From an optimization exercise on the open Yosys and OpenROAD flow, aimed at small area, a short achievable clock period and few clock cycles per item; shortcuts taken in it are not production practice.
No run shown here included a check of the RTL's function; only the layout flow was run.

## flow/design.v (module list and top-level ports; edited modules follow where they fit)
// module idc_controller: 30 lines
// module idc_datapath: 1702 lines
// module idc_fa: 10 lines
// module idc_gp: 8 lines
// module inclusive_day_count_between_dates: 44 lines
module inclusive_day_count_between_dates #(
	parameter int unsigned MAX_YEAR = 9999
) (
	input  logic        clk,
	input  logic        arst_n,
	input  logic        dates_valid,
	output logic        dates_ready,
	input  logic [4:0]  dates_start_day,
	input  logic [3:0]  dates_start_month,
	input  logic [13:0] dates_start_year,
	input  logic [4:0]  dates_end_day,
	input  logic [3:0]  dates_end_month,
	input  logic [13:0] dates_end_year,
	output logic        result_valid,
	input  logic        result_ready,
	output logic [21:0] result_day_count,
	output logic        result_order_error
);
  // ...
==> flow/flow/run.sh <==
#!/bin/bash
# The standard layout (the standard.sh, unchanged synthesis), with the
# port buffers made from the smallest buffer cell instead of the default
# choice; the resizer still upsizes them where timing needs it. ORFS writes
# each step's full log under orfs/logs; make's own output goes to
# standard.log.
set -uo pipefail
bash standard.sh "BUFFER_PORTS_ARGS=-buffer_cell sky130_fd_sc_hd__buf_1" finish > standard.log 2>&1
==> flow/standard.sh <==
#!/bin/bash
# synth_recipe.tcl (not shown) runs the flow's synth.tcl, then flattens the netlist and writes it again
# the make line also repeats each setting of config.mk as NAME=value (left out here)
make -C /OpenROAD-flow-scripts/flow DESIGN_CONFIG=/design/flow/config.mk WORK_HOME=/design/flow/orfs CLKGATE_MAP_FILE= SYNTH_SCRIPT=/design/flow/synth_recipe.tcl "${@:-finish}"
==> flow/config.mk <==
export PLATFORM = sky130hd
export DESIGN_NAME = inclusive_day_count_between_dates
export DESIGN_NICKNAME = inclusive_day_count_between_dates
export VERILOG_FILES = /design/flow/design.v
export SDC_FILE = /design/flow/constraint.sdc
export NUM_CORES = 4
export LEC_CHECK = 0
export CAP_MARGIN = 20
export CORE_MARGIN = 2
export CORE_UTILIZATION = 40
export CTS_BUF_LIST = sky130_fd_sc_hd__clkbuf_8
export SETUP_SLACK_MARGIN = 5
export SLEW_MARGIN = 20
export SYNTH_HIERARCHICAL = 1
==> flow/constraint.sdc <==
create_clock -name core_clock -period 10.0 [get_ports {clk}]
set_input_delay 2.0000 -clock core_clock [delete_from_list [all_inputs] [get_ports {clk}]]
set_output_delay 2.0000 -clock core_clock [all_outputs]
set_load 0.01 [all_outputs]
==> reports/results.ini, run 1 <==
[layout]
nonClkBufAreaFrac_pct = 4.52
drive_gt1_share_pct = 9.49
seq_share_pct = 18.9
n_clock_buffer = 9
largest_cell_class = multi-input combinational cells
design_area_sq_um = 10800
area_delta_synth_final_pct = 13.2

[synthesis]
synthAdderAreaFrac_pct = 44.0
synth_cells = 835
synth.area.top_cells = fa_1, edfxtp_1, ha_1, a21o_1, xor2_1
synthMostInstantiatedCell = ha_1
avgSynthCellArea_sq_um = 11.4
yosysWarnings = 8

[worst_setup_path]
path_buf_inv = 2
worstSetupStartpointType = input port
r2r_start = u_dp.sb_q[0]$_SDFFCE_PP1P_
worstSetupPathType = input port to flip-flop
cp-endpoint = u_dp.v_q[7]$_DFFE_PP_

[clock_tree]
cts.path.max_buffers = 2
cts_sinks = 68
clk_pin_slew_ns = 0.07

[run_status]
status = timing/DRC/antenna clean

[grt]
antenna_found_initial = 0

[sta]
layout_setup_ws_ns = 5.09
post-route-period-util_pct = 49.1
rsz0062_at_grt = no
tightest_slew_ns = 0.844
slew_viol_final = 0
min_period_ns = 4.91

[placement]
place_ws_ns = 4.43

[drt]
met3_length_um = 815

==> run 2, diff against run 1 <==
--- a/flow/design.v
+++ b/flow/design.v
@@ -354,21 +354,23 @@
 	assign s_v_143 = s_v_69 ^ s_v_107;
 	assign s_v_144 = s_v_71 ^ s_v_125;
 	assign s_v_145 = s_v_73 ^ s_v_113;
 	assign s_v_146 = s_v_75 ^ s_v_127;
 	assign s_v_147 = s_y[13] ^ s_v_105;
 	assign s_ds   = {s_v_147, s_v_146, s_v_145, s_v_144, s_v_143, s_v_142, s_v_141, s_v_140, s_v_139, s_v_138, s_v_137, s_v_136, s_v_135, s_v_134, s_v_133, s_v_132, s_v_131};
 	assign s_zr   = (s_ds[9:5] == 5'd0);
 	assign s_c    = s_big ? 7'd100 : s_ds[16:10];
-	assign s_u    = {s_c[6:2], s_c[1] & s_c[0], s_c[1] & !s_c[0]};
+	logic [1:0]  s_g;
+	assign s_g    = {s_c[1] & s_c[0], s_c[1] & !s_c[0]};
 	assign s_a    = s_big ? 12'd2499 : s_y[13:2];
 	assign s_b    = s_big ? 2'd3 : (s_zero ? 2'd1 : s_y[1:0]);
 	assign s_lp   = (s_month < 4'd3) && !s_big && !s_zero && (s_y[1:0] == 2'd0)
 		&& (!s_zr || (s_ds[11:10] == 2'd1));
+	assign s_u    = {s_c[6:2], s_g[1] | (s_g[0] & s_lp), s_g[0] ^ s_lp};
 	logic [13:0] e_y, e_yn;
 	logic        e_zero, e_big, e_lowz, e_zr, e_lp;
 	logic [16:0] e_ds;
 	logic [6:0]  e_c;
 	logic [6:0]  e_u;
 	logic [11:0] e_a;
 	logic [1:0]  e_b;
 	logic e_v_1;
@@ -657,21 +659,23 @@
 	assign e_v_143 = e_v_69 ^ e_v_107;
 	assign e_v_144 = e_v_71 ^ e_v_125;
 	assign e_v_145 = e_v_73 ^ e_v_113;
 	assign e_v_146 = e_v_75 ^ e_v_127;
 	assign e_v_147 = e_y[13] ^ e_v_105;
 	assign e_ds   = {e_v_147, e_v_146, e_v_145, e_v_144, e_v_143, e_v_142, e_v_141, e_v_140, e_v_139, e_v_138, e_v_137, e_v_136, e_v_135, e_v_134, e_v_133, e_v_132, e_v_131};
 	assign e_zr   = (e_ds[9:5] == 5'd0);
 	assign e_c    = e_big ? 7'd100 : e_ds[16:10];
-	assign e_u    = {e_c[6:2], e_c[1] & e_c[0], e_c[1] & !e_c[0]};
+	logic [1:0]  e_g;
+	assign e_g    = {e_c[1] & e_c[0], e_c[1] & !e_c[0]};
 	assign e_a    = e_big ? 12'd2499 : e_y[13:2];
 	assign e_b    = e_big ? 2'd3 : (e_zero ? 2'd1 : e_y[1:0]);
 	assign e_lp   = (e_month < 4'd3) && !e_big && !e_zero && (e_y[1:0] == 2'd0)
 		&& (!e_zr || (e_ds[11:10] == 2'd1));
+	assign e_u    = {e_c[6:2], e_g[1] | (e_g[0] & e_lp), e_g[0] ^ e_lp};
 	logic d_v_1;
 	logic d_v_2;
 	logic d_v_3;
 	logic d_v_4;
 	logic d_v_5;
 	logic d_v_6;
 	logic d_v_7;
 	logic d_v_8;
@@ -1023,50 +1027,47 @@
 	assign w_v_81 = w_v_41 ^ w_v_63;
 	assign w_v_82 = w_v_43 ^ w_v_71;
 	assign w_v_83 = w_v_45 ^ w_v_61;
 	assign w_v_84 = w_v_28 ^ w_v_73;
 	logic [9:0] v;
 	assign v = {w_v_84, w_v_83, w_v_82, w_v_81, w_v_80, w_v_79, w_v_78, w_v_77, w_v_76, w_v_75};
 	logic [12:0] da_q;
 	logic [6:0]  sc_q, ecn_q;
-	logic        sl_q, eln_q;
 	logic [9:0]  v_q;
 	logic [1:0]  sb_q, eb_q;
 	always_ff @(posedge clk) begin
 		if (en1) begin
 			da_q  <= {~da[12], da[11:0]};
 			sc_q  <= s_u;
 			ecn_q <= ~e_u;
-			sl_q  <= s_lp;
-			eln_q <= ~e_lp;
 			v_q   <= v;
 			sb_q  <= s_b;
 			eb_q  <= e_b;
 		end
 	end
 	logic [12:0] yb_t;
 	always_comb begin
 		case ({eb_q, sb_q})
-			4'd0: yb_t = 13'd3604;
-			4'd1: yb_t = 13'd3239;
-			4'd2: yb_t = 13'd2874;
-			4'd3: yb_t = 13'd2509;
-			4'd4: yb_t = 13'd3969;
-			4'd5: yb_t = 13'd3604;
-			4'd6: yb_t = 13'd3239;
-			4'd7: yb_t = 13'd2874;
-			4'd8: yb_t = 13'd4334;
-			4'd9: yb_t = 13'd3969;
-			4'd10: yb_t = 13'd3604;
-			4'd11: yb_t = 13'd3239;
-			4'd12: yb_t = 13'd4699;
-			4'd13: yb_t = 13'd4334;
-			4'd14: yb_t = 13'd3969;
-			4'd15: yb_t = 13'd3604;
+			4'd0: yb_t = 13'd3605;
+			4'd1: yb_t = 13'd3240;
+			4'd2: yb_t = 13'd2875;
+			4'd3: yb_t = 13'd2510;
+			4'd4: yb_t = 13'd3970;
+			4'd5: yb_t = 13'd3605;
+			4'd6: yb_t = 13'd3240;
+			4'd7: yb_t = 13'd2875;
+			4'd8: yb_t = 13'd4335;
+			4'd9: yb_t = 13'd3970;
+			4'd10: yb_t = 13'd3605;
+			4'd11: yb_t = 13'd3240;
+			4'd12: yb_t = 13'd4700;
+			4'd13: yb_t = 13'd4335;
+			4'd14: yb_t = 13'd3970;
+			4'd15: yb_t = 13'd3605;
 		endcase
 	end
 	logic t_1;
 	logic t_2;
 	logic t_3;
 	logic t_4;
 	logic t_5;
 	logic t_6;
@@ -1415,172 +1416,144 @@
 	logic t_349;
 	logic t_350;
 	logic t_351;
 	logic t_352;
 	logic t_353;
 	logic t_354;
 	logic t_355;
 	logic t_356;
-	logic t_357;
-	logic t_358;
-	logic t_359;
-	logic t_360;
-	logic t_361;
-	logic t_362;
-	logic t_363;
-	logic t_364;
-	logic t_365;
-	logic t_366;
-	logic t_367;
-	logic t_368;
-	logic t_369;
-	logic t_370;
-	logic t_371;
-	logic t_372;
-	logic t_373;
-	logic t_374;
-	logic t_375;
-	logic t_376;
-	logic t_377;
-	logic t_378;
-	logic t_379;
-	logic t_380;
-	logic t_381;
-	logic t_382;
-	logic t_383;
-	logic t_384;
-	logic t_385;
-	logic t_386;
-	idc_fa u_t_1 (.a(da_q[0]), .b(sc_q[2]), .c(sc_q[0]), .s(t_1), .co(t_2));
-	assign t_3 = ecn_q[2] ^ ecn_q[0];
-	assign t_4 = ecn_q[2] & ecn_q[0];
-	idc_fa u_t_5 (.a(da_q[1]), .b(sc_q[2]), .c(sc_q[3]), .s(t_5), .co(t_6));
-	idc_fa u_t_7 (.a(sc_q[1]), .b(ecn_q[2]), .c(ecn_q[3]), .s(t_7), .co(t_8));
-	assign t_9 = ecn_q[1] ^ v_q[1];
-	assign t_10 = ecn_q[1] & v_q[1];
-	idc_fa u_t_11 (.a(da_q[2]), .b(da_q[0]), .c(sc_q[3]), .s(t_11), .co(t_12));
-	idc_fa u_t_13 (.a(sc_q[4]), .b(ecn_q[3]), .c(ecn_q[4]), .s(t_13), .co(t_14));
-	assign t_15 = v_q[2] ^ yb_t[2];
-	assign t_16 = v_q[2] & yb_t[2];
-	idc_fa u_t_17 (.a(da_q[3]), .b(da_q[1]), .c(sc_q[4]), .s(t_17), .co(t_18));
-	idc_fa u_t_19 (.a(sc_q[5]), .b(ecn_q[4]), .c(ecn_q[5]), .s(t_19), .co(t_20));
-	assign t_21 = v_q[3] ^ yb_t[3];
-	assign t_22 = v_q[3] & yb_t[3];
-	idc_fa u_t_23 (.a(da_q[4]), .b(da_q[2]), .c(da_q[0]), .s(t_23), .co(t_24));
-	idc_fa u_t_25 (.a(sc_q[5]), .b(sc_q[6]), .c(ecn_q[5]), .s(t_25), .co(t_26));
-	idc_fa u_t_27 (.a(ecn_q[6]), .b(v_q[4]), .c(yb_t[4]), .s(t_27), .co(t_28));
-	idc_fa u_t_29 (.a(da_q[5]), .b(da_q[3]), .c(da_q[1]), .s(t_29), .co(t_30));
-	idc_fa u_t_31 (.a(da_q[0]), .b(sc_q[6]), .c(ecn_q[6]), .s(t_31), .co(t_32));
-	assign t_33 = v_q[5] ^ yb_t[5];
-	assign t_34 = v_q[5] & yb_t[5];
-	idc_fa u_t_35 (.a(da_q[6]), .b(da_q[4]), .c(da_q[2]), .s(t_35), .co(t_36));
-	assign t_37 = da_q[1] ^ v_q[6];
-	assign t_38 = da_q[1] & v_q[6];
-	idc_fa u_t_39 (.a(da_q[7]), .b(da_q[5]), .c(da_q[3]), .s(t_39), .co(t_40));
-	assign t_41 = da_q[2] ^ da_q[0];
-	assign t_42 = da_q[2] & da_q[0];
-	idc_fa u_t_43 (.a(da_q[8]), .b(da_q[6]), .c(da_q[4]), .s(t_43), .co(t_44));
-	idc_fa u_t_45 (.a(da_q[3]), .b(da_q[1]), .c(da_q[0]), .s(t_45), .co(t_46));
-	idc_fa u_t_47 (.a(da_q[9]), .b(da_q[7]), .c(da_q[5]), .s(t_47), .co(t_48));
-	idc_fa u_t_49 (.a(da_q[4]), .b(da_q[2]), .c(da_q[1]), .s(t_49), .co(t_50));
-	idc_fa u_t_51 (.a(da_q[10]), .b(da_q[8]), .c(da_q[6]), .s(t_51), .co(t_52));
-	idc_fa u_t_53 (.a(da_q[5]), .b(da_q[3]), .c(da_q[2]), .s(t_53), .co(t_54));
-	idc_fa u_t_55 (.a(da_q[11]), .b(da_q[9]), .c(da_q[7]), .s(t_55), .co(t_56));
-	idc_fa u_t_57 (.a(da_q[6]), .b(da_q[4]), .c(da_q[3]), .s(t_57), .co(t_58));
-	idc_fa u_t_59 (.a(da_q[12]), .b(da_q[10]), .c(da_q[8]), .s(t_59), .co(t_60));
-	idc_fa u_t_61 (.a(da_q[7]), .b(da_q[5]), .c(da_q[4]), .s(t_61), .co(t_62));
-	assign t_63 = ~(da_q[11] ^ da_q[9]);
-	assign t_64 = da_q[11] | da_q[9];
-	assign t_65 = da_q[8] ^ da_q[6];
-	assign t_66 = da_q[8] & da_q[6];
-	idc_fa u_t_67 (.a(da_q[12]), .b(da_q[10]), .c(da_q[9]), .s(t_67), .co(t_68));
-	assign t_69 = ~da_q[11];
-	idc_fa u_t_70 (.a(v_q[0]), .b(sl_q), .c(eln_q), .s(t_70), .co(t_71));
-	idc_fa u_t_72 (.a(t_4), .b(t_9), .c(t_2), .s(t_72), .co(t_73));
-	assign t_74 = t_5 ^ t_7;
-	assign t_75 = t_5 & t_7;
-	idc_fa u_t_76 (.a(t_10), .b(t_6), .c(t_8), .s(t_76), .co(t_77));
-	idc_fa u_t_78 (.a(t_11), .b(t_13), .c(t_15), .s(t_78), .co(t_79));
-	idc_fa u_t_80 (.a(t_12), .b(t_14), .c(t_17), .s(t_80), .co(t_81));
-	idc_fa u_t_82 (.a(t_19), .b(t_16), .c(t_21), .s(t_82), .co(t_83));
-	idc_fa u_t_84 (.a(t_18), .b(t_20), .c(t_23), .s(t_84), .co(t_85));
-	idc_fa u_t_86 (.a(t_25), .b(t_22), .c(t_27), .s(t_86), .co(t_87));
-	idc_fa u_t_88 (.a(t_24), .b(t_26), .c(t_29), .s(t_88), .co(t_89));
-	idc_fa u_t_90 (.a(t_31), .b(t_33), .c(t_28), .s(t_90), .co(t_91));
-	idc_fa u_t_92 (.a(t_37), .b(t_30), .c(t_32), .s(t_92), .co(t_93));
-	idc_fa u_t_94 (.a(t_35), .b(yb_t[6]), .c(t_34), .s(t_94), .co(t_95));
-	idc_fa u_t_96 (.a(v_q[7]), .b(t_38), .c(t_41), .s(t_96), .co(t_97));
-	idc_fa u_t_98 (.a(t_36), .b(t_39), .c(yb_t[7]), .s(t_98), .co(t_99));
-	idc_fa u_t_100 (.a(v_q[8]), .b(t_42), .c(t_40), .s(t_100), .co(t_101));
-	idc_fa u_t_102 (.a(t_43), .b(t_45), .c(yb_t[8]), .s(t_102), .co(t_103));
-	idc_fa u_t_104 (.a(v_q[9]), .b(t_44), .c(t_46), .s(t_104), .co(t_105));
-	idc_fa u_t_106 (.a(t_47), .b(t_49), .c(yb_t[9]), .s(t_106), .co(t_107));
-	idc_fa u_t_108 (.a(da_q[0]), .b(t_48), .c(t_50), .s(t_108), .co(t_109));
-	idc_fa u_t_110 (.a(t_51), .b(t_53), .c(yb_t[10]), .s(t_110), .co(t_111));
-	idc_fa u_t_112 (.a(da_q[1]), .b(t_52), .c(t_54), .s(t_112), .co(t_113));
-	idc_fa u_t_114 (.a(t_55), .b(t_57), .c(yb_t[11]), .s(t_114), .co(t_115));
-	idc_fa u_t_116 (.a(da_q[2]), .b(t_56), .c(t_58), .s(t_116), .co(t_117));
-	idc_fa u_t_118 (.a(t_59), .b(t_61), .c(yb_t[12]), .s(t_118), .co(t_119));
-	idc_fa u_t_120 (.a(da_q[5]), .b(da_q[3]), .c(t_63), .s(t_120), .co(t_121));
-	idc_fa u_t_122 (.a(t_65), .b(t_60), .c(t_62), .s(t_122), .co(t_123));
-	idc_fa u_t_124 (.a(da_q[7]), .b(da_q[6]), .c(da_q[4]), .s(t_124), .co(t_125));
-	idc_fa u_t_126 (.a(t_64), .b(t_66), .c(t_67), .s(t_126), .co(t_127));
-	idc_fa u_t_128 (.a(da_q[10]), .b(da_q[8]), .c(da_q[7]), .s(t_128), .co(t_129));
-	idc_fa u_t_130 (.a(da_q[5]), .b(t_69), .c(t_68), .s(t_130), .co(t_131));
-	idc_fa u_t_132 (.a(da_q[11]), .b(da_q[12]), .c(da_q[11]), .s(t_132), .co(t_133));
-	idc_fa u_t_134 (.a(da_q[9]), .b(da_q[8]), .c(da_q[6]), .s(t_134), .co(t_135));
-	idc_fa u_t_136 (.a(da_q[12]), .b(da_q[10]), .c(da_q[9]), .s(t_136), .co(t_137));
-	assign t_138 = ~da_q[11];
-	assign t_139 = t_3 ^ t_70;
-	assign t_140 = t_3 & t_70;
-	idc_fa u_t_141 (.a(t_71), .b(yb_t[1]), .c(t_74), .s(t_141), .co(t_142));
-	idc_fa u_t_143 (.a(t_75), .b(t_73), .c(t_76), .s(t_143), .co(t_144));
-	idc_fa u_t_145 (.a(t_77), .b(t_80), .c(t_79), .s(t_145), .co(t_146));
-	idc_fa u_t_147 (.a(t_81), .b(t_84), .c(t_83), .s(t_147), .co(t_148));
-	idc_fa u_t_149 (.a(t_85), .b(t_88), .c(t_87), .s(t_149), .co(t_150));
-	idc_fa u_t_151 (.a(t_89), .b(t_92), .c(t_94), .s(t_151), .co(t_152));
-	idc_fa u_t_153 (.a(t_96), .b(t_93), .c(t_98), .s(t_153), .co(t_154));
-	idc_fa u_t_155 (.a(t_97), .b(t_100), .c(t_99), .s(t_155), .co(t_156));
-	idc_fa u_t_157 (.a(t_101), .b(t_104), .c(t_103), .s(t_157), .co(t_158));
-	idc_fa u_t_159 (.a(t_105), .b(t_108), .c(t_107), .s(t_159), .co(t_160));
-	idc_fa u_t_161 (.a(t_109), .b(t_112), .c(t_111), .s(t_161), .co(t_162));
-	idc_fa u_t_163 (.a(t_113), .b(t_116), .c(t_115), .s(t_163), .co(t_164));
-	idc_fa u_t_165 (.a(t_120), .b(t_117), .c(t_122), .s(t_165), .co(t_166));
-	idc_fa u_t_167 (.a(t_124), .b(t_121), .c(t_123), .s(t_167), .co(t_168));
-	idc_fa u_t_169 (.a(t_125), .b(t_128), .c(t_127), .s(t_169), .co(t_170));
-	idc_fa u_t_171 (.a(t_129), .b(t_132), .c(t_134), .s(t_171), .co(t_172));
-	idc_fa u_t_173 (.a(da_q[7]), .b(t_133), .c(t_135), .s(t_173), .co(t_174));
-	idc_fa u_t_175 (.a(da_q[10]), .b(da_q[8]), .c(t_138), .s(t_175), .co(t_176));
-	idc_fa u_t_177 (.a(da_q[11]), .b(da_q[12]), .c(da_q[11]), .s(t_177), .co(t_178));
-	assign t_179 = t_1 ^ yb_t[0];
-	assign t_180 = t_1 & yb_t[0];
-	idc_fa u_t_181 (.a(t_140), .b(t_72), .c(t_141), .s(t_181), .co(t_182));
-	idc_fa u_t_183 (.a(t_142), .b(t_78), .c(t_143), .s(t_183), .co(t_184));
-	idc_fa u_t_185 (.a(t_144), .b(t_82), .c(t_145), .s(t_185), .co(t_186));
-	idc_fa u_t_187 (.a(t_86), .b(t_146), .c(t_147), .s(t_187), .co(t_188));
-	idc_fa u_t_189 (.a(t_90), .b(t_148), .c(t_149), .s(t_189), .co(t_190));
-	idc_fa u_t_191 (.a(t_91), .b(t_151), .c(t_150), .s(t_191), .co(t_192));
-	idc_fa u_t_193 (.a(t_95), .b(t_153), .c(t_152), .s(t_193), .co(t_194));
-	idc_fa u_t_195 (.a(t_102), .b(t_154), .c(t_155), .s(t_195), .co(t_196));
-	idc_fa u_t_197 (.a(t_106), .b(t_156), .c(t_157), .s(t_197), .co(t_198));
-	idc_fa u_t_199 (.a(t_110), .b(t_158), .c(t_159), .s(t_199), .co(t_200));
-	idc_fa u_t_201 (.a(t_114), .b(t_160), .c(t_161), .s(t_201), .co(t_202));
-	idc_fa u_t_203 (.a(t_118), .b(t_162), .c(t_163), .s(t_203), .co(t_204));
-	idc_fa u_t_205 (.a(t_119), .b(t_164), .c(t_165), .s(t_205), .co(t_206));
-	idc_fa u_t_207 (.a(t_126), .b(t_166), .c(t_167), .s(t_207), .co(t_208));
-	idc_fa u_t_209 (.a(t_130), .b(t_168), .c(t_169), .s(t_209), .co(t_210));
-	idc_fa u_t_211 (.a(t_131), .b(t_171), .c(t_170), .s(t_211), .co(t_212));
-	idc_fa u_t_213 (.a(t_136), .b(t_172), .c(t_173), .s(t_213), .co(t_214));
-	idc_fa u_t_215 (.a(t_137), .b(t_175), .c(t_174), .s(t_215), .co(t_216));
-	idc_fa u_t_217 (.a(da_q[9]), .b(t_176), .c(t_177), .s(t_217), .co(t_218));
-	idc_fa u_t_219 (.a(da_q[12]), .b(da_q[10]), .c(t_178), .s(t_219), .co(t_220));
-	assign t_221 = ~da_q[11];
-	assign t_222 = t_179 ^ t_139;
-	assign t_223 = t_179 & t_139;
+	assign t_1 = da_q[0] ^ sc_q[2];
+	assign t_2 = da_q[0] & sc_q[2];
+	idc_fa u_t_3 (.a(da_q[1]), .b(sc_q[2]), .c(sc_q[3]), .s(t_3), .co(t_4));
+	idc_fa u_t_5 (.a(sc_q[1]), .b(ecn_q[2]), .c(ecn_q[3]), .s(t_5), .co(t_6));
+	idc_fa u_t_7 (.a(da_q[2]), .b(da_q[0]), .c(sc_q[3]), .s(t_7), .co(t_8));
+	idc_fa u_t_9 (.a(sc_q[4]), .b(ecn_q[3]), .c(ecn_q[4]), .s(t_9), .co(t_10));
+	idc_fa u_t_11 (.a(da_q[3]), .b(da_q[1]), .c(sc_q[4]), .s(t_11), .co(t_12));
+	idc_fa u_t_13 (.a(sc_q[5]), .b(ecn_q[4]), .c(ecn_q[5]), .s(t_13), .co(t_14));
+	idc_fa u_t_15 (.a(da_q[4]), .b(da_q[2]), .c(da_q[0]), .s(t_15), .co(t_16));
+	idc_fa u_t_17 (.a(sc_q[5]), .b(sc_q[6]), .c(ecn_q[5]), .s(t_17), .co(t_18));
+	assign t_19 = ecn_q[6] ^ v_q[4];
+	assign t_20 = ecn_q[6] & v_q[4];
+	idc_fa u_t_21 (.a(da_q[5]), .b(da_q[3]), .c(da_q[1]), .s(t_21), .co(t_22));
+	idc_fa u_t_23 (.a(da_q[0]), .b(sc_q[6]), .c(ecn_q[6]), .s(t_23), .co(t_24));
+	assign t_25 = v_q[5] ^ yb_t[5];
+	assign t_26 = v_q[5] & yb_t[5];
+	idc_fa u_t_27 (.a(da_q[6]), .b(da_q[4]), .c(da_q[2]), .s(t_27), .co(t_28));
+	assign t_29 = da_q[1] ^ v_q[6];
+	assign t_30 = da_q[1] & v_q[6];
+	idc_fa u_t_31 (.a(da_q[7]), .b(da_q[5]), .c(da_q[3]), .s(t_31), .co(t_32));
+	assign t_33 = da_q[2] ^ da_q[0];
+	assign t_34 = da_q[2] & da_q[0];
+	idc_fa u_t_35 (.a(da_q[8]), .b(da_q[6]), .c(da_q[4]), .s(t_35), .co(t_36));
+	idc_fa u_t_37 (.a(da_q[3]), .b(da_q[1]), .c(da_q[0]), .s(t_37), .co(t_38));
+	idc_fa u_t_39 (.a(da_q[9]), .b(da_q[7]), .c(da_q[5]), .s(t_39), .co(t_40));
+	idc_fa u_t_41 (.a(da_q[4]), .b(da_q[2]), .c(da_q[1]), .s(t_41), .co(t_42));
+	idc_fa u_t_43 (.a(da_q[10]), .b(da_q[8]), .c(da_q[6]), .s(t_43), .co(t_44));
+	idc_fa u_t_45 (.a(da_q[5]), .b(da_q[3]), .c(da_q[2]), .s(t_45), .co(t_46));
+	idc_fa u_t_47 (.a(da_q[11]), .b(da_q[9]), .c(da_q[7]), .s(t_47), .co(t_48));
+	idc_fa u_t_49 (.a(da_q[6]), .b(da_q[4]), .c(da_q[3]), .s(t_49), .co(t_50));
+	idc_fa u_t_51 (.a(da_q[12]), .b(da_q[10]), .c(da_q[8]), .s(t_51), .co(t_52));
+	idc_fa u_t_53 (.a(da_q[7]), .b(da_q[5]), .c(da_q[4]), .s(t_53), .co(t_54));
+	assign t_55 = ~(da_q[11] ^ da_q[9]);
+	assign t_56 = da_q[11] | da_q[9];
+	assign t_57 = da_q[8] ^ da_q[6];
+	assign t_58 = da_q[8] & da_q[6];
+	idc_fa u_t_59 (.a(da_q[12]), .b(da_q[10]), .c(da_q[9]), .s(t_59), .co(t_60));
+	assign t_61 = ~da_q[11];
+	idc_fa u_t_62 (.a(sc_q[0]), .b(ecn_q[2]), .c(ecn_q[0]), .s(t_62), .co(t_63));
+	idc_fa u_t_64 (.a(ecn_q[1]), .b(v_q[1]), .c(t_2), .s(t_64), .co(t_65));
+	assign t_66 = t_3 ^ t_5;
+	assign t_67 = t_3 & t_5;
+	idc_fa u_t_68 (.a(v_q[2]), .b(t_4), .c(t_6), .s(t_68), .co(t_69));
+	idc_fa u_t_70 (.a(t_7), .b(t_9), .c(yb_t[2]), .s(t_70), .co(t_71));
+	idc_fa u_t_72 (.a(v_q[3]), .b(t_8), .c(t_10), .s(t_72), .co(t_73));
+	idc_fa u_t_74 (.a(t_11), .b(t_13), .c(yb_t[3]), .s(t_74), .co(t_75));
+	idc_fa u_t_76 (.a(t_19), .b(t_12), .c(t_14), .s(t_76), .co(t_77));
+	idc_fa u_t_78 (.a(t_15), .b(t_17), .c(yb_t[4]), .s(t_78), .co(t_79));
+	idc_fa u_t_80 (.a(t_20), .b(t_16), .c(t_18), .s(t_80), .co(t_81));
+	idc_fa u_t_82 (.a(t_21), .b(t_23), .c(t_25), .s(t_82), .co(t_83));
+	idc_fa u_t_84 (.a(t_29), .b(t_22), .c(t_24), .s(t_84), .co(t_85));
+	idc_fa u_t_86 (.a(t_27), .b(yb_t[6]), .c(t_26), .s(t_86), .co(t_87));
+	idc_fa u_t_88 (.a(v_q[7]), .b(t_30), .c(t_33), .s(t_88), .co(t_89));
+	idc_fa u_t_90 (.a(t_28), .b(t_31), .c(yb_t[7]), .s(t_90), .co(t_91));
+	idc_fa u_t_92 (.a(v_q[8]), .b(t_34), .c(t_32), .s(t_92), .co(t_93));
+	idc_fa u_t_94 (.a(t_35), .b(t_37), .c(yb_t[8]), .s(t_94), .co(t_95));
+	idc_fa u_t_96 (.a(v_q[9]), .b(t_36), .c(t_38), .s(t_96), .co(t_97));
+	idc_fa u_t_98 (.a(t_39), .b(t_41), .c(yb_t[9]), .s(t_98), .co(t_99));
+	idc_fa u_t_100 (.a(da_q[0]), .b(t_40), .c(t_42), .s(t_100), .co(t_101));
+	idc_fa u_t_102 (.a(t_43), .b(t_45), .c(yb_t[10]), .s(t_102), .co(t_103));
+	idc_fa u_t_104 (.a(da_q[1]), .b(t_44), .c(t_46), .s(t_104), .co(t_105));
+	idc_fa u_t_106 (.a(t_47), .b(t_49), .c(yb_t[11]), .s(t_106), .co(t_107));
+	idc_fa u_t_108 (.a(da_q[2]), .b(t_48), .c(t_50), .s(t_108), .co(t_109));
+	idc_fa u_t_110 (.a(t_51), .b(t_53), .c(yb_t[12]), .s(t_110), .co(t_111));
+	idc_fa u_t_112 (.a(da_q[5]), .b(da_q[3]), .c(t_55), .s(t_112), .co(t_113));
+	idc_fa u_t_114 (.a(t_57), .b(t_52), .c(t_54), .s(t_114), .co(t_115));
+	idc_fa u_t_116 (.a(da_q[7]), .b(da_q[6]), .c(da_q[4]), .s(t_116), .co(t_117));
+	idc_fa u_t_118 (.a(t_56), .b(t_58), .c(t_59), .s(t_118), .co(t_119));
+	idc_fa u_t_120 (.a(da_q[10]), .b(da_q[8]), .c(da_q[7]), .s(t_120), .co(t_121));
+	idc_fa u_t_122 (.a(da_q[5]), .b(t_61), .c(t_60), .s(t_122), .co(t_123));
+	idc_fa u_t_124 (.a(da_q[11]), .b(da_q[12]), .c(da_q[11]), .s(t_124), .co(t_125));
+	idc_fa u_t_126 (.a(da_q[9]), .b(da_q[8]), .c(da_q[6]), .s(t_126), .co(t_127));
+	idc_fa u_t_128 (.a(da_q[12]), .b(da_q[10]), .c(da_q[9]), .s(t_128), .co(t_129));
+	assign t_130 = ~da_q[11];
+	assign t_131 = v_q[0] ^ t_1;
+	assign t_132 = v_q[0] & t_1;
+	idc_fa u_t_133 (.a(t_63), .b(yb_t[1]), .c(t_64), .s(t_133), .co(t_134));
+	idc_fa u_t_135 (.a(t_65), .b(t_67), .c(t_68), .s(t_135), .co(t_136));
+	idc_fa u_t_137 (.a(t_69), .b(t_72), .c(t_71), .s(t_137), .co(t_138));
+	idc_fa u_t_139 (.a(t_73), .b(t_76), .c(t_75), .s(t_139), .co(t_140));
+	idc_fa u_t_141 (.a(t_77), .b(t_80), .c(t_79), .s(t_141), .co(t_142));
+	idc_fa u_t_143 (.a(t_81), .b(t_84), .c(t_86), .s(t_143), .co(t_144));
+	idc_fa u_t_145 (.a(t_88), .b(t_85), .c(t_90), .s(t_145), .co(t_146));
+	idc_fa u_t_147 (.a(t_89), .b(t_92), .c(t_91), .s(t_147), .co(t_148));
+	idc_fa u_t_149 (.a(t_93), .b(t_96), .c(t_95), .s(t_149), .co(t_150));
+	idc_fa u_t_151 (.a(t_97), .b(t_100), .c(t_99), .s(t_151), .co(t_152));
+	idc_fa u_t_153 (.a(t_101), .b(t_104), .c(t_103), .s(t_153), .co(t_154));
+	idc_fa u_t_155 (.a(t_105), .b(t_108), .c(t_107), .s(t_155), .co(t_156));
+	idc_fa u_t_157 (.a(t_112), .b(t_109), .c(t_114), .s(t_157), .co(t_158));
+	idc_fa u_t_159 (.a(t_116), .b(t_113), .c(t_115), .s(t_159), .co(t_160));
+	idc_fa u_t_161 (.a(t_117), .b(t_120), .c(t_119), .s(t_161), .co(t_162));
+	idc_fa u_t_163 (.a(t_121), .b(t_124), .c(t_126), .s(t_163), .co(t_164));
+	idc_fa u_t_165 (.a(da_q[7]), .b(t_125), .c(t_127), .s(t_165), .co(t_166));
+	idc_fa u_t_167 (.a(da_q[10]), .b(da_q[8]), .c(t_130), .s(t_167), .co(t_168));
+	idc_fa u_t_169 (.a(da_q[11]), .b(da_q[12]), .c(da_q[11]), .s(t_169), .co(t_170));
+	assign t_171 = t_62 ^ yb_t[0];
+	assign t_172 = t_62 & yb_t[0];
+	idc_fa u_t_173 (.a(t_132), .b(t_66), .c(t_133), .s(t_173), .co(t_174));
+	idc_fa u_t_175 (.a(t_70), .b(t_134), .c(t_135), .s(t_175), .co(t_176));
+	idc_fa u_t_177 (.a(t_74), .b(t_136), .c(t_137), .s(t_177), .co(t_178));
+	idc_fa u_t_179 (.a(t_78), .b(t_138), .c(t_139), .s(t_179), .co(t_180));
+	idc_fa u_t_181 (.a(t_82), .b(t_140), .c(t_141), .s(t_181), .co(t_182));
+	idc_fa u_t_183 (.a(t_83), .b(t_142), .c(t_143), .s(t_183), .co(t_184));
+	idc_fa u_t_185 (.a(t_87), .b(t_145), .c(t_144), .s(t_185), .co(t_186));
+	idc_fa u_t_187 (.a(t_94), .b(t_146), .c(t_147), .s(t_187), .co(t_188));
+	idc_fa u_t_189 (.a(t_98), .b(t_148), .c(t_149), .s(t_189), .co(t_190));
+	idc_fa u_t_191 (.a(t_102), .b(t_150), .c(t_151), .s(t_191), .co(t_192));
+	idc_fa u_t_193 (.a(t_106), .b(t_152), .c(t_153), .s(t_193), .co(t_194));
+	idc_fa u_t_195 (.a(t_110), .b(t_154), .c(t_155), .s(t_195), .co(t_196));
+	idc_fa u_t_197 (.a(t_111), .b(t_156), .c(t_157), .s(t_197), .co(t_198));
+	idc_fa u_t_199 (.a(t_118), .b(t_158), .c(t_159), .s(t_199), .co(t_200));
+	idc_fa u_t_201 (.a(t_122), .b(t_160), .c(t_161), .s(t_201), .co(t_202));
+	idc_fa u_t_203 (.a(t_123), .b(t_163), .c(t_162), .s(t_203), .co(t_204));
+	idc_fa u_t_205 (.a(t_128), .b(t_164), .c(t_165), .s(t_205), .co(t_206));
+	idc_fa u_t_207 (.a(t_129), .b(t_167), .c(t_166), .s(t_207), .co(t_208));
+	idc_fa u_t_209 (.a(da_q[9]), .b(t_168), .c(t_169), .s(t_209), .co(t_210));
+	idc_fa u_t_211 (.a(da_q[12]), .b(da_q[10]), .c(t_170), .s(t_211), .co(t_212));
+	assign t_213 = ~da_q[11];
+	assign t_214 = t_171 ^ t_131;
+	assign t_215 = t_171 & t_131;
+	assign t_216 = t_172 ^ t_173;
+	assign t_217 = t_172 & t_173;
+	assign t_218 = t_174 ^ t_175;
+	assign t_219 = t_174 & t_175;
+	assign t_220 = t_176 ^ t_177;
+	assign t_221 = t_176 & t_177;
+	assign t_222 = t_178 ^ t_179;
+	assign t_223 = t_178 & t_179;
 	assign t_224 = t_180 ^ t_181;
 	assign t_225 = t_180 & t_181;
 	assign t_226 = t_182 ^ t_183;
 	assign t_227 = t_182 & t_183;
 	assign t_228 = t_184 ^ t_185;
 	assign t_229 = t_184 & t_185;
 	assign t_230 = t_186 ^ t_187;
 	assign t_231 = t_186 & t_187;
@@ -1605,148 +1578,118 @@
 	assign t_250 = t_206 ^ t_207;
 	assign t_251 = t_206 & t_207;
 	assign t_252 = t_208 ^ t_209;
 	assign t_253 = t_208 & t_209;
 	assign t_254 = t_210 ^ t_211;
 	assign t_255 = t_210 & t_211;
 	assign t_256 = t_212 ^ t_213;
 	assign t_257 = t_212 & t_213;
-	assign t_258 = t_214 ^ t_215;
-	assign t_259 = t_214 & t_215;
-	assign t_260 = t_216 ^ t_217;
-	assign t_261 = t_216 & t_217;
-	assign t_262 = t_218 ^ t_219;
-	assign t_263 = t_218 & t_219;
-	assign t_264 = t_220 ^ t_221;
-	assign t_265 = t_220 & t_221;
-	assign t_266 = da_q[11] ^ da_q[12];
-	assign t_267 = da_q[11] & da_q[12];
-	idc_gp u_t_268 (.gh(t_225), .ph(t_224), .gl(t_223), .g(t_268));
-	assign t_269 = t_224 & t_222;
-	idc_gp u_t_270 (.gh(t_229), .ph(t_228), .gl(t_227), .g(t_270));
-	assign t_271 = t_228 & t_226;
-	idc_gp u_t_272 (.gh(t_233), .ph(t_232), .gl(t_231), .g(t_272));
-	assign t_273 = t_232 & t_230;
-	idc_gp u_t_274 (.gh(t_237), .ph(t_236), .gl(t_235), .g(t_274));
-	assign t_275 = t_236 & t_234;
-	idc_gp u_t_276 (.gh(t_241), .ph(t_240), .gl(t_239), .g(t_276));
-	assign t_277 = t_240 & t_238;
-	idc_gp u_t_278 (.gh(t_245), .ph(t_244), .gl(t_243), .g(t_278));
-	assign t_279 = t_244 & t_242;
-	idc_gp u_t_280 (.gh(t_249), .ph(t_248), .gl(t_247), .g(t_280));
-	assign t_281 = t_248 & t_246;
-	idc_gp u_t_282 (.gh(t_253), .ph(t_252), .gl(t_251), .g(t_282));
-	assign t_283 = t_252 & t_250;
-	idc_gp u_t_284 (.gh(t_257), .ph(t_256), .gl(t_255), .g(t_284));
-	assign t_285 = t_256 & t_254;
-	idc_gp u_t_286 (.gh(t_261), .ph(t_260), .gl(t_259), .g(t_286));
-	assign t_287 = t_260 & t_258;
-	idc_gp u_t_288 (.gh(t_265), .ph(t_264), .gl(t_263), .g(t_288));
-	assign t_289 = t_264 & t_262;
-	idc_gp u_t_290 (.gh(t_227), .ph(t_226), .gl(t_268), .g(t_290));
-	assign t_291 = t_226 & t_269;
-	idc_gp u_t_292 (.gh(t_270), .ph(t_271), .gl(t_268), .g(t_292));
-	assign t_293 = t_271 & t_269;
-	idc_gp u_t_294 (.gh(t_235), .ph(t_234), .gl(t_272), .g(t_294));
-	assign t_295 = t_234 & t_273;
-	idc_gp u_t_296 (.gh(t_274), .ph(t_275), .gl(t_272), .g(t_296));
-	assign t_297 = t_275 & t_273;
-	idc_gp u_t_298 (.gh(t_243), .ph(t_242), .gl(t_276), .g(t_298));
-	assign t_299 = t_242 & t_277;
-	idc_gp u_t_300 (.gh(t_278), .ph(t_279), .gl(t_276), .g(t_300));
-	assign t_301 = t_279 & t_277;
-	idc_gp u_t_302 (.gh(t_251), .ph(t_250), .gl(t_280), .g(t_302));
-	assign t_303 = t_250 & t_281;
-	idc_gp u_t_304 (.gh(t_282), .ph(t_283), .gl(t_280), .g(t_304));
-	assign t_305 = t_283 & t_281;
-	idc_gp u_t_306 (.gh(t_259), .ph(t_258), .gl(t_284), .g(t_306));
-	assign t_307 = t_258 & t_285;
-	idc_gp u_t_308 (.gh(t_286), .ph(t_287), .gl(t_284), .g(t_308));
-	assign t_309 = t_287 & t_285;
-	idc_gp u_t_310 (.gh(t_267), .ph(t_266), .gl(t_288), .g(t_310));
-	assign t_311 = t_266 & t_289;
-	idc_gp u_t_312 (.gh(t_231), .ph(t_230), .gl(t_292), .g(t_312));
-	assign t_313 = t_230 & t_293;
-	idc_gp u_t_314 (.gh(t_272), .ph(t_273), .gl(t_292), .g(t_314));
-	assign t_315 = t_273 & t_293;
-	idc_gp u_t_316 (.gh(t_294), .ph(t_295), .gl(t_292), .g(t_316));
-	assign t_317 = t_295 & t_293;
-	idc_gp u_t_318 (.gh(t_296), .ph(t_297), .gl(t_292), .g(t_318));
-	assign t_319 = t_297 & t_293;
-	idc_gp u_t_320 (.gh(t_247), .ph(t_246), .gl(t_300), .g(t_320));
-	assign t_321 = t_246 & t_301;
-	idc_gp u_t_322 (.gh(t_280), .ph(t_281), .gl(t_300), .g(t_322));
-	assign t_323 = t_281 & t_301;
-	idc_gp u_t_324 (.gh(t_302), .ph(t_303), .gl(t_300), .g(t_324));
-	assign t_325 = t_303 & t_301;
-	idc_gp u_t_326 (.gh(t_304), .ph(t_305), .gl(t_300), .g(t_326));
-	assign t_327 = t_305 & t_301;
-	idc_gp u_t_328 (.gh(t_263), .ph(t_262), .gl(t_308), .g(t_328));
-	assign t_329 = t_262 & t_309;
-	idc_gp u_t_330 (.gh(t_288), .ph(t_289), .gl(t_308), .g(t_330));
-	assign t_331 = t_289 & t_309;
-	idc_gp u_t_332 (.gh(t_310), .ph(t_311), .gl(t_308), .g(t_332));
-	assign t_333 = t_311 & t_309;
-	idc_gp u_t_334 (.gh(t_239), .ph(t_238), .gl(t_318), .g(t_334));
-	assign t_335 = t_238 & t_319;
-	idc_gp u_t_336 (.gh(t_276), .ph(t_277), .gl(t_318), .g(t_336));
-	assign t_337 = t_277 & t_319;
-	idc_gp u_t_338 (.gh(t_298), .ph(t_299), .gl(t_318), .g(t_338));
-	assign t_339 = t_299 & t_319;
-	idc_gp u_t_340 (.gh(t_300), .ph(t_301), .gl(t_318), .g(t_340));
-	assign t_341 = t_301 & t_319;
-	idc_gp u_t_342 (.gh(t_320), .ph(t_321), .gl(t_318), .g(t_342));
-	assign t_343 = t_321 & t_319;
-	idc_gp u_t_344 (.gh(t_322), .ph(t_323), .gl(t_318), .g(t_344));
-	assign t_345 = t_323 & t_319;
-	idc_gp u_t_346 (.gh(t_324), .ph(t_325), .gl(t_318), .g(t_346));
-	assign t_347 = t_325 & t_319;
-	idc_gp u_t_348 (.gh(t_326), .ph(t_327), .gl(t_318), .g(t_348));
-	assign t_349 = t_327 & t_319;
-	idc_gp u_t_350 (.gh(t_255), .ph(t_254), .gl(t_348), .g(t_350));
-	assign t_351 = t_254 & t_349;
-	idc_gp u_t_352 (.gh(t_284), .ph(t_285), .gl(t_348), .g(t_352));
-	assign t_353 = t_285 & t_349;
-	idc_gp u_t_354 (.gh(t_306), .ph(t_307), .gl(t_348), .g(t_354));
-	assign t_355 = t_307 & t_349;
-	idc_gp u_t_356 (.gh(t_308), .ph(t_309), .gl(t_348), .g(t_356));
-	assign t_357 = t_309 & t_349;
-	idc_gp u_t_358 (.gh(t_328), .ph(t_329), .gl(t_348), .g(t_358));
-	assign t_359 = t_329 & t_349;
-	idc_gp u_t_360 (.gh(t_330), .ph(t_331), .gl(t_348), .g(t_360));
-	assign t_361 = t_331 & t_349;
-	idc_gp u_t_362 (.gh(t_332), .ph(t_333), .gl(t_348), .g(t_362));
-	assign t_363 = t_333 & t_349;
-	assign t_364 = t_222;
-	assign t_365 = t_224 ^ t_223;
-	assign t_366 = t_226 ^ t_268;
-	assign t_367 = t_228 ^ t_290;
-	assign t_368 = t_230 ^ t_292;
-	assign t_369 = t_232 ^ t_312;
-	assign t_370 = t_234 ^ t_314;
-	assign t_371 = t_236 ^ t_316;
-	assign t_372 = t_238 ^ t_318;
-	assign t_373 = t_240 ^ t_334;
-	assign t_374 = t_242 ^ t_336;
-	assign t_375 = t_244 ^ t_338;
-	assign t_376 = t_246 ^ t_340;
-	assign t_377 = t_248 ^ t_342;
-	assign t_378 = t_250 ^ t_344;
-	assign t_379 = t_252 ^ t_346;
-	assign t_380 = t_254 ^ t_348;
-	assign t_381 = t_256 ^ t_350;
-	assign t_382 = t_258 ^ t_352;
-	assign t_383 = t_260 ^ t_354;
-	assign t_384 = t_262 ^ t_356;
-	assign t_385 = t_264 ^ t_358;
-	assign t_386 = t_266 ^ t_360;
+	assign t_258 = da_q[11] ^ da_q[12];
+	assign t_259 = da_q[11] & da_q[12];
+	idc_gp u_t_260 (.gh(t_217), .ph(t_216), .gl(t_215), .g(t_260));
+	assign t_261 = t_216 & t_214;
+	idc_gp u_t_262 (.gh(t_221), .ph(t_220), .gl(t_219), .g(t_262));
+	assign t_263 = t_220 & t_218;
+	idc_gp u_t_264 (.gh(t_225), .ph(t_224), .gl(t_223), .g(t_264));
+	assign t_265 = t_224 & t_222;
+	idc_gp u_t_266 (.gh(t_229), .ph(t_228), .gl(t_227), .g(t_266));
+	assign t_267 = t_228 & t_226;
+	idc_gp u_t_268 (.gh(t_233), .ph(t_232), .gl(t_231), .g(t_268));
+	assign t_269 = t_232 & t_230;
+	idc_gp u_t_270 (.gh(t_237), .ph(t_236), .gl(t_235), .g(t_270));
+	assign t_271 = t_236 & t_234;
+	idc_gp u_t_272 (.gh(t_241), .ph(t_240), .gl(t_239), .g(t_272));
+	assign t_273 = t_240 & t_238;
+	idc_gp u_t_274 (.gh(t_245), .ph(t_244), .gl(t_243), .g(t_274));
+	assign t_275 = t_244 & t_242;
+	idc_gp u_t_276 (.gh(t_249), .ph(t_248), .gl(t_247), .g(t_276));
+	assign t_277 = t_248 & t_246;
+	idc_gp u_t_278 (.gh(t_253), .ph(t_252), .gl(t_251), .g(t_278));
+	assign t_279 = t_252 & t_250;
+	idc_gp u_t_280 (.gh(t_257), .ph(t_256), .gl(t_255), .g(t_280));
+	assign t_281 = t_256 & t_254;
+	idc_gp u_t_282 (.gh(t_262), .ph(t_263), .gl(t_260), .g(t_282));
+	assign t_283 = t_263 & t_261;
+	idc_gp u_t_284 (.gh(t_266), .ph(t_267), .gl(t_264), .g(t_284));
+	assign t_285 = t_267 & t_265;
+	idc_gp u_t_286 (.gh(t_270), .ph(t_271), .gl(t_268), .g(t_286));
+	assign t_287 = t_271 & t_269;
+	idc_gp u_t_288 (.gh(t_274), .ph(t_275), .gl(t_272), .g(t_288));
+	assign t_289 = t_275 & t_273;
+	idc_gp u_t_290 (.gh(t_278), .ph(t_279), .gl(t_276), .g(t_290));
+	assign t_291 = t_279 & t_277;
+	idc_gp u_t_292 (.gh(t_284), .ph(t_285), .gl(t_282), .g(t_292));
+	assign t_293 = t_285 & t_283;
+	idc_gp u_t_294 (.gh(t_288), .ph(t_289), .gl(t_286), .g(t_294));
+	assign t_295 = t_289 & t_287;
+	idc_gp u_t_296 (.gh(t_294), .ph(t_295), .gl(t_292), .g(t_296));
+	assign t_297 = t_295 & t_293;
+	idc_gp u_t_298 (.gh(t_286), .ph(t_287), .gl(t_292), .g(t_298));
+	assign t_299 = t_287 & t_293;
+	idc_gp u_t_300 (.gh(t_290), .ph(t_291), .gl(t_296), .g(t_300));
+	assign t_301 = t_291 & t_297;
+	idc_gp u_t_302 (.gh(t_264), .ph(t_265), .gl(t_282), .g(t_302));
+	assign t_303 = t_265 & t_283;
+	idc_gp u_t_304 (.gh(t_268), .ph(t_269), .gl(t_292), .g(t_304));
+	assign t_305 = t_269 & t_293;
+	idc_gp u_t_306 (.gh(t_272), .ph(t_273), .gl(t_298), .g(t_306));
+	assign t_307 = t_273 & t_299;
+	idc_gp u_t_308 (.gh(t_276), .ph(t_277), .gl(t_296), .g(t_308));
+	assign t_309 = t_277 & t_297;
+	idc_gp u_t_310 (.gh(t_280), .ph(t_281), .gl(t_300), .g(t_310));
+	assign t_311 = t_281 & t_301;
+	idc_gp u_t_312 (.gh(t_219), .ph(t_218), .gl(t_260), .g(t_312));
+	assign t_313 = t_218 & t_261;
+	idc_gp u_t_314 (.gh(t_223), .ph(t_222), .gl(t_282), .g(t_314));
+	assign t_315 = t_222 & t_283;
+	idc_gp u_t_316 (.gh(t_227), .ph(t_226), .gl(t_302), .g(t_316));
+	assign t_317 = t_226 & t_303;
+	idc_gp u_t_318 (.gh(t_231), .ph(t_230), .gl(t_292), .g(t_318));
+	assign t_319 = t_230 & t_293;
+	idc_gp u_t_320 (.gh(t_235), .ph(t_234), .gl(t_304), .g(t_320));
+	assign t_321 = t_234 & t_305;
+	idc_gp u_t_322 (.gh(t_239), .ph(t_238), .gl(t_298), .g(t_322));
+	assign t_323 = t_238 & t_299;
+	idc_gp u_t_324 (.gh(t_243), .ph(t_242), .gl(t_306), .g(t_324));
+	assign t_325 = t_242 & t_307;
+	idc_gp u_t_326 (.gh(t_247), .ph(t_246), .gl(t_296), .g(t_326));
+	assign t_327 = t_246 & t_297;
+	idc_gp u_t_328 (.gh(t_251), .ph(t_250), .gl(t_308), .g(t_328));
+	assign t_329 = t_250 & t_309;
+	idc_gp u_t_330 (.gh(t_255), .ph(t_254), .gl(t_300), .g(t_330));
+	assign t_331 = t_254 & t_301;
+	idc_gp u_t_332 (.gh(t_259), .ph(t_258), .gl(t_310), .g(t_332));
+	assign t_333 = t_258 & t_311;
+	assign t_334 = t_214;
+	assign t_335 = t_216 ^ t_215;
+	assign t_336 = t_218 ^ t_260;
+	assign t_337 = t_220 ^ t_312;
+	assign t_338 = t_222 ^ t_282;
+	assign t_339 = t_224 ^ t_314;
+	assign t_340 = t_226 ^ t_302;
+	assign t_341 = t_228 ^ t_316;
+	assign t_342 = t_230 ^ t_292;
+	assign t_343 = t_232 ^ t_318;
+	assign t_344 = t_234 ^ t_304;
+	assign t_345 = t_236 ^ t_320;
+	assign t_346 = t_238 ^ t_298;
+	assign t_347 = t_240 ^ t_322;
+	assign t_348 = t_242 ^ t_306;
+	assign t_349 = t_244 ^ t_324;
+	assign t_350 = t_246 ^ t_296;
+	assign t_351 = t_248 ^ t_326;
+	assign t_352 = t_250 ^ t_308;
+	assign t_353 = t_252 ^ t_328;
+	assign t_354 = t_254 ^ t_300;
+	assign t_355 = t_256 ^ t_330;
+	assign t_356 = t_258 ^ t_310;
 	logic [22:0] r_d;
 	logic [22:0] r_q;
-	assign r_d = {t_386, t_385, t_384, t_383, t_382, t_381, t_380, t_379, t_378, t_377, t_376, t_375, t_374, t_373, t_372, t_371, t_370, t_369, t_368, t_367, t_366, t_365, t_364};
+	assign r_d = {t_356, t_355, t_354, t_353, t_352, t_351, t_350, t_349, t_348, t_347, t_346, t_345, t_344, t_343, t_342, t_341, t_340, t_339, t_338, t_337, t_336, t_335, t_334};
 	always_ff @(posedge clk) begin
 		if (en2) begin
 			r_q <= r_d;
 		end
 	end
 	assign day_count   = r_q[22] ? 22'd0 : r_q[21:0];
 	assign order_error = r_q[22] || (r_q == 23'd0);
 endmodule
==> run 2 against run 1 <==
Clock skew is 0.0028 ns higher. Die area is 2.7% lower. Still clean. First-iteration DRC count is 2.2% lower. Final area is 1.6% lower.
==> reports/results.ini, run 2 <==
[worst_hold_path]
hold_end = u_ctrl.v2_q$_DFFE_PN0P_
holdPathStages = 1
hp-class = flip-flop to flip-flop
min_from = u_ctrl.v1_q$_DFFE_PN0P_

[synthesis]
synth.area.top_cells = fa_1, edfxtp_1, ha_1, a21o_1, xor2_1
synthFlopType = edfxtp_1
synthMostInstantiatedCell = ha_1
synth_top_family_by_area = adder cells
synth_top_area_cell = fa_1
avgSynthCellArea_sq_um = 11.4  ; -0.28%
yosysWarnings = 8  ; unchanged
synthArstFlopShare_pct = 3.03
synthAdderAreaFrac_pct = 45.1  ; +1.1 points
synth_common_cells = ha_1, fa_1, a21o_1
synth_mux_area_share_pct = 0.947
synth_edf_count = 64
synth_cells = 814  ; -2.5%
postSynthNetCount = 1122
synth_seq_cells = 66
yosysSeqAreaShare_pct = 21.3
synth_compound_area_share_pct = 12.4
synth_top_area_share_pct = 27.3
synth-simple-area-share_pct = 10.5
synth_xor_area_share_pct = 6.63
synthDistinctLibCells = 42
syn_area_sq_um = 9250

[layout]
largest_reg_flops = 23
drive_gt1_share_pct = 13.2  ; +3.7 points
area_delta_synth_final_pct = 14.6
regArea_sq_um = 1970
largestRegisters = u_dp.r_q (23), u_dp.da_q (13), u_dp.v_q (10)
mostFrequentLayoutCell = fa_1
layout_common_cells = fa_1, a21o_1, ha_1
top_register = u_dp.r_q
nFillCells = 2095
nets = 1218
antenna_cells = 0
multi_input_area_sq_um = 7240

[die]
coreArea_sq_um = 22600
die_x_um = 156
die_area_sq_um = 24400
die_h_um = 156
rows = 55
initial_core_util_pct = 40.8
io_pins = 75

[drt]
postRouteAntennaNets = 0
drt_pass1_iterations = 4
drtIter0Drc = 263
drc_errors = 0
routed_via_density = 5.09
wirelength_um = 19200
vias = 6105
wl_per_cell_um = 16.0

[worst_setup_path]
crit_start = dates_start_year[8]
max_stage_delay_ns = 0.56
r2r_cells = 19
r2r_start = u_dp.sb_q[1]$_SDFFCE_PP1P_
path_buf_inv = 2  ; unchanged
ff2ff_setup_slack_ns = 5.12
cpMaxStageDelayCell = fa_2
r2r-end = u_dp.r_q[22]$_DFFE_PP_
worstSetupPathType = input port to flip-flop
cp.arrival_ns = 5.17
crit_required_ns = 10.12
crit_path_cell_trace = buf_8 > fa_2 > fa_1 > ha_4 > and2_4 > a21o_1 > a21o_1 > buf_4 > a21o_1 > xnor2_1 > nand3_1 > nor4_2 > nor4_1 > ha_2 > a31o_2
critPathCaptureType = flip-flop
worstSetupStartpointType = input port
crit_family = adder cells
path_max_fanout = 2
cp_common_cell = a21o_1

[sta]
tightest_slew_ns = 1.01  ; +0.166 ns
tns_ns = 0
post-route-period-util_pct = 50.5  ; +1.4 points
slew_viol_final = 0  ; unchanged
setup_viol = 0
fmax_mhz = 198
finalHoldViolCount = 0
rsz0062_at_grt = yes
skew_ns = 0.0160
slew_headroom_pct = 32.3
min_period_ns = 5.05  ; +0.143 ns

[grt]
grt_max_degree = 43
gr-usage-all-layers_pct = 16.4
grt_pass1_wl_um = 31400
grt_pass1_vias = 6240
grt-ovfl-total = 0
antenna_found_initial = 0  ; unchanged

[placement]
io_buffers = 74
routabilityCongestion = 0.883
hpwl_um = 15900

[clock_tree]
clk_pin_slew_ns = 0.09  ; +0.02 ns
cts.path.max_buffers = 2  ; unchanged
cts_tree = yes
cts-root-buf = clkbuf_8
clock_latency_ns = 0.36
cts_sinks = 66  ; -2.9%
htree_levels = 3
cts_buffers = 9

[flow_run]
maxCapViolCount = 0

[run_status]
status = timing/DRC/antenna clean

run 2: cell count changes in the layout (fill, tap and decap cells not counted), sizes merged, moves of 4 or more:
cell | previous run | this run
o21ai | 20 | 16
nand2b | 14 | 5
nor2 | 28 | 36
a21oi | 8 | 13
and3 | 9 | 1
a21o | 127 | 119
buf | 81 | 90
and2 | 46 | 50
run 2: kinds of logic after synthesis:
family                   Yosys count
AO/OA/AOI/OAI                    161
XOR/XNOR                          70
adder cells (fa/ha/maj)          258
buffers and inverters             72
flip-flops                        66
multiplexers                       7
AND/OR/NAND/NOR                  180
run 2: Yosys stat by module (local to each module, per instance), excerpt:
module | area, sq um | times used
idc_fa | 20.0 | 126
idc_gp | 7.51 | 116
idc_controller | 92.6 | 1
idc_datapath | 5760 | 1
run 2: layout make-up:
cell class,count,area share [%]
clock buffer,9,1.17
clock inverter,7,0.791
inverter,56,2.10
multi-input combinational,676,68.3
sequential,66,18.6
tap,285,3.37
timing repair buffer,101,5.64
run 2: worst max path at each step:
stage / depth (start not counted) / endpoint
after floorplan: 14 / u_dp.sc_q[1]$_DFFE_PP_
after global placement: 15 / u_dp.sc_q[1]$_DFFE_PP_
after detailed placement: 15 / u_dp.sc_q[1]$_DFFE_PP_
after CTS: 15 / u_dp.sc_q[1]$_DFFE_PP_
after global routing: 14 / u_dp.sc_q[0]$_DFFE_PP_
final: 15 / u_dp.sc_q[1]$_DFFE_PP_
run 2: metal layers:
| layer | global-route usage [%] | routed length [um] | vias to the layer above |
|---|---|---|---|
| met4 | 4.02 | 309 | 0 |
| met2 | 26.0 | 8830 | 136 |
| met1 | 24.0 | 9450 | 2951 |
| met5 | 0 | 0 | - |
| met3 | 1.83 | 618 | 18 |
| li1 | - | - | 3000 |
run 2: worst register-to-register path, delay by kind of cell, from the launching register on:
| family | cells | cell delay [ns] |
|---|---|---|
| xor+xnor | 2 | 0.29 |
| simple gates | 4 | 0.45 |
| fa+ha+maj | 6 | 2.21 |
| buf+inv | 1 | 0.14 |
| compound gates | 6 | 1.05 |
| flops | 1 | 0.46 |
run 2: through the flow:
| step | hold slack, ns | utilization, % | setup WS (ns) | instance area (sq um) | instances |
|---|---|---|---|---|---|
| 6_report | 0.552 | 46.8 | 4.95 | 10600 | 1200 |
| 3_5_place_dp | 0.500 | 43.5 | 4.26 | 9840 | 1157 |
| 4_1_cts | 0.550 | 45.3 | 4.89 | 10300 | 1184 |
| 5_1_grt | 0.593 | 46.8 | 4.85 | 10600 | 1200 |
| 3_3_place_gp | 0.489 | 43.5 | 4.39 | 9840 | 1157 |
| 2_1_floorplan | 0.478 | - | 4.76 | 9290 | 814 |
run 2: timing repair:
action,in CTS,in global routing
pin swaps,23,35
buffers inserted,11,16
gates resized for setup,41,58
hold buffers,0,0
setup endpoints to repair,10,12
==> run 3, diff against run 2 <==
--- a/flow/config.mk
+++ b/flow/config.mk
@@ -10,4 +10,6 @@
 export CORE_UTILIZATION = 40
 export CTS_BUF_LIST = sky130_fd_sc_hd__clkbuf_8
+export CTS_CLUSTER_DIAMETER = 200
+export CTS_CLUSTER_SIZE = 50
 export SETUP_SLACK_MARGIN = 5
 export SLEW_MARGIN = 20
==> run 3 against run 2 <==
Non-clock buffer count unchanged. Clock skew unchanged. Fmax unchanged. Clock-buffer cell count unchanged. First-iteration DRC count unchanged.
==> reports/results.ini, run 3 <==
[run_status]
status = timing/DRC/antenna clean

[synthesis]
yosysSeqAreaShare_pct = 21.3  ; unchanged
synth_top_area_cell = fa_1
postSynthNetCount = 1122  ; unchanged
synthFlopType = edfxtp_1
synth_compound_area_share_pct = 12.4  ; unchanged
synthMostInstantiatedCell = ha_1
synth_common_cells = ha_1, fa_1, a21o_1
synth_top_area_share_pct = 27.3  ; unchanged
synth_mux_area_share_pct = 0.947  ; unchanged
synthDistinctLibCells = 42  ; unchanged
syn_area_sq_um = 9250  ; unchanged
synth_cells = 814  ; unchanged
synth_seq_cells = 66  ; unchanged
synth-simple-area-share_pct = 10.5  ; unchanged
synthArstFlopShare_pct = 3.03  ; unchanged
yosysWarnings = 8  ; unchanged
synth_xor_area_share_pct = 6.63  ; unchanged
synthAdderAreaFrac_pct = 45.1  ; unchanged
synth.area.top_cells = fa_1, edfxtp_1, ha_1, a21o_1, xor2_1
avgSynthCellArea_sq_um = 11.4  ; unchanged
synth_edf_count = 64  ; unchanged
synth_top_family_by_area = adder cells

[layout]
final_cells = 1200  ; unchanged
nets = 1218  ; unchanged
largestRegisters = u_dp.r_q (23), u_dp.da_q (13), u_dp.v_q (10)
layout_common_cells = fa_1, a21o_1, ha_1
largest_reg_flops = 23  ; unchanged
nFillCells = 2095  ; unchanged
top_register = u_dp.r_q
antenna_cells = 0  ; unchanged
drive_gt1_share_pct = 13.2  ; unchanged
area_delta_synth_final_pct = 14.6  ; unchanged
mostFrequentLayoutCell = fa_1
design_area_sq_um = 10600  ; unchanged

[grt]
gr-usage-all-layers_pct = 16.4  ; unchanged
grt_max_degree = 43  ; unchanged
grt-ovfl-total = 0  ; unchanged
antenna_found_initial = 0  ; unchanged
grt_pass1_wl_um = 31400  ; unchanged
grt_pass1_vias = 6240  ; unchanged

[worst_setup_path]
cp-endpoint = u_dp.sc_q[1]$_DFFE_PP_
path_buf_inv = 2  ; unchanged
critPathCaptureType = flip-flop
cp.arrival_ns = 5.17  ; about the same
cp.depth = 15  ; unchanged
crit_start = dates_start_year[8]
path_max_fanout = 2  ; unchanged
r2r_start = u_dp.sb_q[1]$_SDFFCE_PP1P_
crit_path_cell_trace = buf_8 > fa_2 > fa_1 > ha_4 > and2_4 > a21o_1 > a21o_1 > buf_4 > a21o_1 > xnor2_1 > nand3_1 > nor4_2 > nor4_1 > ha_2 > a31o_2
cp_common_cell = a21o_1
max_stage_delay_ns = 0.56  ; about the same
r2r_cells = 19  ; unchanged
cpMaxStageDelayCell = fa_2
worstSetupPathType = input port to flip-flop
worstSetupStartpointType = input port
ff2ff_setup_slack_ns = 5.12  ; about the same
crit_family = adder cells
crit_required_ns = 10.12  ; about the same
r2r-end = u_dp.r_q[22]$_DFFE_PP_

[clock_tree]
clk_pin_slew_ns = 0.09  ; about the same
cts_sinks = 66  ; unchanged
cts_tree = yes
cts-root-buf = clkbuf_8
htree_levels = 3  ; unchanged
cts_buffers = 9  ; unchanged
clock_latency_ns = 0.36  ; about the same
cts.path.max_buffers = 2  ; unchanged

[placement]
routabilityCongestion = 0.883  ; unchanged
place_ws_ns = 4.26  ; unchanged
io_buffers = 74  ; unchanged
placed_cells = 1157  ; unchanged
postPlaceCellArea_sq_um = 9840  ; unchanged
hpwl_um = 15900  ; unchanged

[die]
die_x_um = 156  ; unchanged
rows = 55  ; unchanged
die_h_um = 156  ; unchanged
initial_core_util_pct = 40.8  ; unchanged
die_area_sq_um = 24400  ; unchanged
io_pins = 75  ; unchanged
coreArea_sq_um = 22600  ; unchanged

[sta]
slew_viol_final = 0  ; unchanged
slew_headroom_pct = 32.3  ; unchanged
post-route-period-util_pct = 50.5  ; unchanged
fin_hold_ws_ns = 0.552  ; unchanged
tns_ns = 0  ; unchanged
layout_setup_ws_ns = 4.95  ; unchanged
fmax_mhz = 198  ; unchanged
rsz0062_at_grt = yes
finalHoldViolCount = 0  ; unchanged
skew_ns = 0.0160  ; unchanged
tightest_slew_ns = 1.01  ; unchanged
setup_viol = 0  ; unchanged
min_period_ns = 5.05  ; unchanged

[drt]
vias = 6105  ; unchanged
drc_errors = 0  ; unchanged
wl_met1_um = 9450  ; unchanged
routed_via_density = 5.09  ; unchanged
postRouteAntennaNets = 0  ; unchanged
highest_layer = met4
wl_per_cell_um = 16.0  ; unchanged
wl_met2_um = 8830  ; unchanged
wirelength_um = 19200  ; unchanged
drtIter0Drc = 263  ; unchanged
drt_pass1_iterations = 4  ; unchanged
met3_length_um = 618  ; unchanged

[flow_run]
maxCapViolCount = 0  ; unchanged

[worst_hold_path]
min_from = u_ctrl.v1_q$_DFFE_PN0P_
hp-class = flip-flop to flip-flop

-- run 3: area by class of cell --
cell class | instances | area (sq um) | area share (%)
Clock buffer | 9 | 124 | 1.17
Clock inverter | 7 | 83.8 | 0.791
Inverter | 56 | 223 | 2.10
Multi-Input combinational cell | 676 | 7240 | 68.3
Sequential cell | 66 | 1970 | 18.6
Tap cell | 285 | 357 | 3.37
Timing Repair Buffer | 101 | 598 | 5.64
-- run 3: Yosys stat by module (local to each module, per instance), a selection --
module          cell area, sq um  flops+latches
idc_gp                      7.51              0
idc_datapath                5760             64
idc_controller              92.6              2
idc_fa                      20.0              0
-- run 3: cells by family (layout without fill, tap and decap cells) --
| group | count (synthesis) | count (layout) |
|---|---|---|
| fa+ha+maj | 258 | 258 |
| simple gates | 180 | 180 |
| mux | 7 | 7 |
| xor+xnor | 70 | 70 |
| flops | 66 | 66 |
| buf+inv | 72 | 173 |
| compound gates | 161 | 161 |
-- run 3: repair_timing --
item / in CTS / in global routing
pin swaps: 23 / 35
hold buffers: 0 / 0
setup buffers: 11 / 16
setup endpoints to repair: 10 / 12
gates resized for setup: 41 / 58
-- run 3: per-layer routing --
layer | up-vias | global-route usage (%)
met3 | 18 | 1.83
met1 | 2951 | 24.0
met2 | 136 | 26.0
met5 | - | 0
li1 | 3000 | -
met4 | 0 | 4.02
-- run 3: per-stage QoR --
step | util, %
after floorplan | -
after global placement | 43.5
after detailed placement | 43.5
after CTS | 45.3
after global routing | 46.8
final | 46.8
-- run 3: worst min path at each step --
stage | end | cells past startpoint
finish | u_ctrl.v2_q$_DFFE_PN0P_ | 1
global route | u_ctrl.v1_q$_DFFE_PN0P_ | 1
detailed placement | u_ctrl.v2_q$_DFFE_PN0P_ | 1
CTS | u_ctrl.v2_q$_DFFE_PN0P_ | 1
global placement | u_ctrl.v2_q$_DFFE_PN0P_ | 1
floorplan | u_ctrl.v2_q$_DFFE_PN0P_ | 1

## afterwards: timing with drivers on the ports
In the flow no input, the clock included, has a driving cell. The finished layouts below were timed again as built, in two steps.
Step 1: set_driving_cell puts a clkbuf_16 on clk and a buf_2 on each other input, an assumption about the parent block.
Step 2 adds t to the input delays and takes it off the output delays; t is the mean of the earliest and latest rising clock arrival at the registers after step 1. Input paths then give back, and output paths get back, about the clock's delay inside the block.
Three values: no drivers, after step 1, after step 2; two values: the first two.
run	t (ns)	slack for setup (ns)	worst setup path at the end
run 1	0.380	5.090 / 5.062 / 4.682	input to register
run 2	0.382	4.947 / 4.944 / 4.562	input to register
run 3	0.382	4.947 / 4.944 / 4.562	input to register
After both steps setup and hold are still met in every run listed. For run 1, which loses most, drivers alone change the setup slack by -0.028 ns; drivers and shift together by -0.408 ns.
